Context: an optimization exercise on an open-source flow, tuned for small area, a short achievable clock period and few clock cycles per item. The choices shown serve that exercise and are no tape-out recipe. Only simulation tests tie the RTL to the original design; equivalence was not proved. No activity file was given, so power comes from the tool's default toggle rates.

==> flow/design.v <==
module mem_bank_responder #(
   parameter int                DATA_W      = 16,
   parameter int                ADDR_W      = 8,
   parameter int                WAIT_CYCLES = 2,    
   parameter logic [ADDR_W-1:0] PROT_LIMIT  = ADDR_W'(8'h40)
) (
   input  logic              CLK100MHZ,
   input  logic              RST,
   input  logic              mb_sel,
   input  logic [ADDR_W-1:0] pc_addr,
   input  logic [ADDR_W-1:0] mb_addr,
   input  logic              mb_read,
   input  logic              mb_write,
   input  logic [DATA_W-1:0] mb_wdata,
   output logic [DATA_W-1:0] mb_rdata,
   output logic              mb_ack,
   output logic              mb_busy,
   output logic              mb_err
);
   localparam int DEPTH = 1 << ADDR_W;
   localparam int LO_W  = 4;                   
   localparam int HI_W  = ADDR_W - LO_W;       
   localparam int NGRP  = 1 << HI_W;
   localparam int GSZ   = 1 << LO_W;
   localparam int NPART = 4;
   localparam bit PROT_EN = 1'b0;
   localparam int RING_B = 2;                    
   localparam int RING   = 1 << RING_B;
   localparam int NRING  = DEPTH / RING;
   localparam int AGE_W  = 3;                    
   localparam logic [AGE_W-1:0] AGE_OLD = AGE_W'(RING + 1);
   logic              strobe_q;      
   logic              armed;         
   logic              req_wait;      
   logic              ack_q;
   logic              busy_q;
   logic              err_q;
   logic [RING_B-1:0] rot;           
   logic              rot_init;      
   logic [RING_B-1:0] tgt_q [RING];  
   logic              sb_v    [2];
   logic [ADDR_W-1:0] sb_addr [2];
   logic [DATA_W-1:0] sb_data [2];
   logic              sb_ptr;        
   logic [AGE_W-1:0]  lw_age;        
   logic [ADDR_W-1:0] lw_addr;       
   logic [DATA_W-1:0] ring [NRING][RING];
   logic              strobe_any;
   logic              req_edge;
   logic              req_active;
   logic              req_ok;
   logic              accept;
   logic [ADDR_W-1:0] sel_addr;
   logic              reject_now;
   logic              store_now;
   logic              recent;
   logic              sb_c    [2];   
   logic [DATA_W-1:0] wbus;
   logic [RING-1:0]   pos_hit;       
   logic [GSZ-1:0]    lo_oh;
   logic [NGRP-1:0]   hi_oh;
   logic [DATA_W-1:0] rd_grp [NGRP];
   logic [DATA_W-1:0] rd_part   [NPART];   
   logic [DATA_W-1:0] rd_part_n [NPART];   
   assign strobe_any = mb_read | mb_write;
   assign sel_addr   = mb_sel ? mb_addr : pc_addr;
   assign req_edge   = strobe_any & ~strobe_q & armed;
   assign req_active = req_edge | req_wait;
   assign reject_now = (mb_read & mb_write)
                     | (PROT_EN & mb_write & ~mb_read & (sel_addr < PROT_LIMIT));
   assign store_now  = mb_write & ~reject_now;
   assign lw_addr = sb_addr[~sb_ptr];
   assign recent  = (lw_age <= AGE_W'(RING));
   always_comb begin
      if (reject_now)
         req_ok = 1'b1;
      else if (mb_write)
         req_ok = !(recent && lw_age != AGE_W'(RING)
                    && sel_addr[RING_B-1:0] == lw_addr[RING_B-1:0]);
      else
         req_ok = !(recent && sel_addr == lw_addr);
   end
   assign accept = req_active & req_ok;
   always_ff @(posedge CLK100MHZ) begin
      if (RST) begin
         strobe_q <= 1'b0;
         armed    <= 1'b0;
         req_wait <= 1'b0;
         ack_q    <= 1'b0;
         busy_q   <= 1'b0;
         err_q    <= 1'b0;
      end else begin
         strobe_q <= strobe_any;
         if (!strobe_any) begin
            armed <= 1'b1;
         end
         req_wait <= req_active & ~req_ok;
         ack_q    <= accept;
         busy_q   <= req_active;
         err_q    <= accept & reject_now;
      end
   end
   always_comb begin
      for (int k = 0; k < 2; k++)
         sb_c[k] = sb_v[k] && (sb_addr[k][RING_B-1:0] == ~rot);
      wbus = sb_c[0] ? sb_data[0] : sb_data[1];
   end
   always_ff @(posedge CLK100MHZ) begin
      if (!RST || rot_init) begin
         rot <= rot + 1'b1;
         for (int p = 0; p < RING; p++) tgt_q[p] <= RING_B'(p) - rot - 1'b1;
         for (int k = 0; k < 2; k++) begin
            if (sb_c[k]) sb_v[k] <= 1'b0;
         end
         if (lw_age < AGE_OLD) lw_age <= lw_age + 1'b1;
         if (!RST && accept && store_now) begin
            sb_v[sb_ptr] <= 1'b1;
            sb_ptr       <= ~sb_ptr;
            lw_age       <= AGE_W'(1);
         end
      end else begin
         rot      <= '0;
         for (int p = 0; p < RING; p++) tgt_q[p] <= RING_B'(p);
         sb_v[0]  <= 1'b0;
         sb_v[1]  <= 1'b0;
         sb_ptr   <= 1'b0;
         lw_age   <= AGE_OLD;
         rot_init <= 1'b1;
      end
   end
   always_ff @(posedge CLK100MHZ) begin
      for (int k = 0; k < 2; k++) begin
         if (sb_ptr == 1'(k)) begin
            sb_addr[k] <= sel_addr;
            sb_data[k] <= mb_wdata;
         end
      end
   end
   always_comb begin
      for (int p = 0; p < RING; p++) pos_hit[p] = (sel_addr[RING_B-1:0] == tgt_q[p]);
      for (int i = 0; i < GSZ; i++)
         lo_oh[i] = pos_hit[i % RING]
                  & (sel_addr[LO_W-1:RING_B] == (LO_W-RING_B)'(i / RING));
      for (int g = 0; g < NGRP; g++) hi_oh[g] = (sel_addr[ADDR_W-1:LO_W] == HI_W'(g));
      for (int j = 0; j < NPART; j++) rd_part[j] = '0;
      for (int g = 0; g < NGRP; g++) begin
         rd_grp[g] = '0;
         for (int i = 0; i < GSZ; i++) begin
            rd_grp[g] = rd_grp[g]
                      | ({DATA_W{lo_oh[i]}} & ring[(g*GSZ + i) / RING][i % RING]);
         end
         rd_part[g / (NGRP / NPART)] = rd_part[g / (NGRP / NPART)]
                                     | ({DATA_W{hi_oh[g]}} & rd_grp[g]);
      end
   end
   always_ff @(posedge CLK100MHZ) begin
      for (int j = 0; j < NPART; j++) rd_part_n[j] <= ~rd_part[j];
   end
   always_comb begin
      mb_rdata = '1;
      for (int j = 0; j < NPART; j++) mb_rdata = mb_rdata & rd_part_n[j];
      mb_rdata = ~mb_rdata;
   end
   assign mb_ack  = ack_q;
   assign mb_busy = busy_q;
   assign mb_err  = err_q;
   always_ff @(posedge CLK100MHZ) begin
      for (int r = 0; r < NRING; r++) begin
         for (int p = 1; p < RING; p++) ring[r][p] <= ring[r][p-1];
         if ((sb_c[0] && sb_addr[0][ADDR_W-1:RING_B] == (ADDR_W-RING_B)'(r))
          || (sb_c[1] && sb_addr[1][ADDR_W-1:RING_B] == (ADDR_W-RING_B)'(r)))
            ring[r][0] <= wbus;
         else
            ring[r][0] <= ring[r][RING-1];
      end
   end
endmodule
==> flow/config.mk <==
export PLATFORM = sky130hd
export DESIGN_NAME = mem_bank_responder
export DESIGN_NICKNAME = mem_bank_responder
export VERILOG_FILES = /design/flow/design.v
export SDC_FILE = /design/flow/constraint.sdc
export NUM_CORES = 4
export LEC_CHECK = 0
export CAP_MARGIN = 20
export CORE_MARGIN = 2
export CORE_UTILIZATION = 45
export CTS_BUF_LIST = sky130_fd_sc_hd__clkbuf_16
export CTS_CLUSTER_DIAMETER = 50
export CTS_CLUSTER_SIZE = 20
export PLACE_DENSITY = 0.6
export SETUP_SLACK_MARGIN = 3.0
export SLEW_MARGIN = 20
export TNS_END_PERCENT = 100
export BUFFER_PORTS_ARGS = -buffer_cell sky130_fd_sc_hd__buf_4
export CTS_ARGS = -sink_clustering_enable -repair_clock_nets -dont_use_dummy_load -buf_list sky130_fd_sc_hd__clkbuf_16 -sink_clustering_size 20 -sink_clustering_max_diameter 50
==> flow/constraint.sdc <==
create_clock -name core_clock -period 6.0 [get_ports {CLK100MHZ}]
set_input_delay 1.2000 -clock core_clock [delete_from_list [all_inputs] [get_ports {CLK100MHZ}]]
set_output_delay 1.2000 -clock core_clock [all_outputs]
set_load 0.01 [all_outputs]
standard.sh (not shown) runs the stock make flow with config.mk's settings and CLKGATE_MAP_FILE= SYNTH_SCRIPT=/design/flow/synth_recipe.tcl, a recipe that flattens the netlist after the stock synthesis.
==> flow/flow/run.sh <==
#!/bin/bash
set -euo pipefail
cat >> config.mk <<'EOT'
export BUFFER_PORTS_ARGS = -buffer_cell sky130_fd_sc_hd__buf_4
export CTS_ARGS = -sink_clustering_enable -repair_clock_nets -dont_use_dummy_load -buf_list sky130_fd_sc_hd__clkbuf_16 -sink_clustering_size 20 -sink_clustering_max_diameter 50
EOT
bash standard.sh > standard.log 2>&1
Testbench counts at the start, summed over its fixed seeds: cycles 36,215, items 12,000.
Then changed:
==> flow/flow/run.sh (replaced) <==
#!/bin/bash
set -euo pipefail
cat >> config.mk <<'EOT'
export BUFFER_PORTS_ARGS = -buffer_cell sky130_fd_sc_hd__buf_4
export CTS_ARGS = -sink_clustering_enable -repair_clock_nets -dont_use_dummy_load -buf_list sky130_fd_sc_hd__clkbuf_16 -sink_clustering_size 24 -sink_clustering_max_diameter 60
EOT
bash standard.sh > standard.log 2>&1
CORE_UTILIZATION = 55   (was 45)
CTS_ARGS = -sink_clustering_enable -repair_clock_nets -dont_use_dummy_load -buf_list sky130_fd_sc_hd__clkbuf_16 -sink_clustering_size 24 -sink_clustering_max_diameter 60   (was -sink_clustering_enable -repair_clock_nets -dont_use_dummy_load -buf_list sky130_fd_sc_hd__clkbuf_16 -sink_clustering_size 20 -sink_clustering_max_diameter 50)
CTS_CLUSTER_DIAMETER = 60   (was 50)
CTS_CLUSTER_SIZE = 24   (was 20)
PLACE_DENSITY = 0.7   (was 0.6)
SETUP_SLACK_MARGIN = 3.5   (was 3.0)
- The changed run completed without violations
- synthesized area is unchanged
- wire length climbs by 12%
- total power shrinks by 6.6%
- sequential power barely changes
Then changed:
SETUP_SLACK_MARGIN = 3.2   (was 3.5)
Outcome:
- The changed run completed without violations
- worst hold slack gets worse by 13 ps
- cell area falls by 4.0%
- fmax goes up by 1.5%
- wire length drops by 5.6%
- utilization came out lower by 2.6 points
- clock skew rises by 6.6 ps
- worst setup slack improves by 49 ps
- flip-flop and latch count does not change
- die area is unchanged
- sequential power is about the same
Then changed:
SETUP_SLACK_MARGIN = 3.0   (was 3.2)
Synthesized area stays the same.
Total power decreases by about 1.2%.
Worst setup slack gets better by 47 ps.
Cell count decreases by about 1.7%.
Sequential share of layout area increases by 2.9 points.
Design area decreases by 4.5%.
Die area stays the same.
Global-route usage decreases by 0.79 points.
Maximum frequency increases by about 1.5%.

-- what the ideal ports hide --
In the flow no input, the clock included, has a driving cell. The finished layouts below were timed again as built, in two steps. Step 1: set_driving_cell puts a clkbuf_16 on CLK100MHZ and a buf_2 on each other input, an assumption about the parent block. Step 2 moves the port delays by t, midway between the first and last clock arrival at a register: inputs arrive t later, outputs are due t later. That takes back most of the time a late clock gives input paths. Three values: ideal, step 1, step 2; two values: the first two.
run	shift t [ns]	slack for setup (ns)	worst hold slack (ns)	latest minus earliest clock arrival (ns)	slew at the worst register clock pin (ns)
the first run	1.024	2.822 / 2.727 / 1.893	0.277 / 0.277 / 0.277	0.093 / 0.093	0.09 / 0.09
the second run	0.969	2.691 / 2.599 / 1.797	0.314 / 0.314 / 0.314	0.079 / 0.079	0.10 / 0.10
the third run	0.961	2.740 / 2.693 / 1.765	0.302 / 0.302 / 0.302	0.088 / 0.088	0.10 / 0.10
the fourth run	0.965	2.787 / 2.742 / 1.851	0.297 / 0.297 / 0.297	0.094 / 0.094	0.10 / 0.10
After both steps every run listed still meets setup and hold. The setup slack of the third run, which loses most, moves by -0.047 ns with the drivers and by -0.975 ns with both steps.
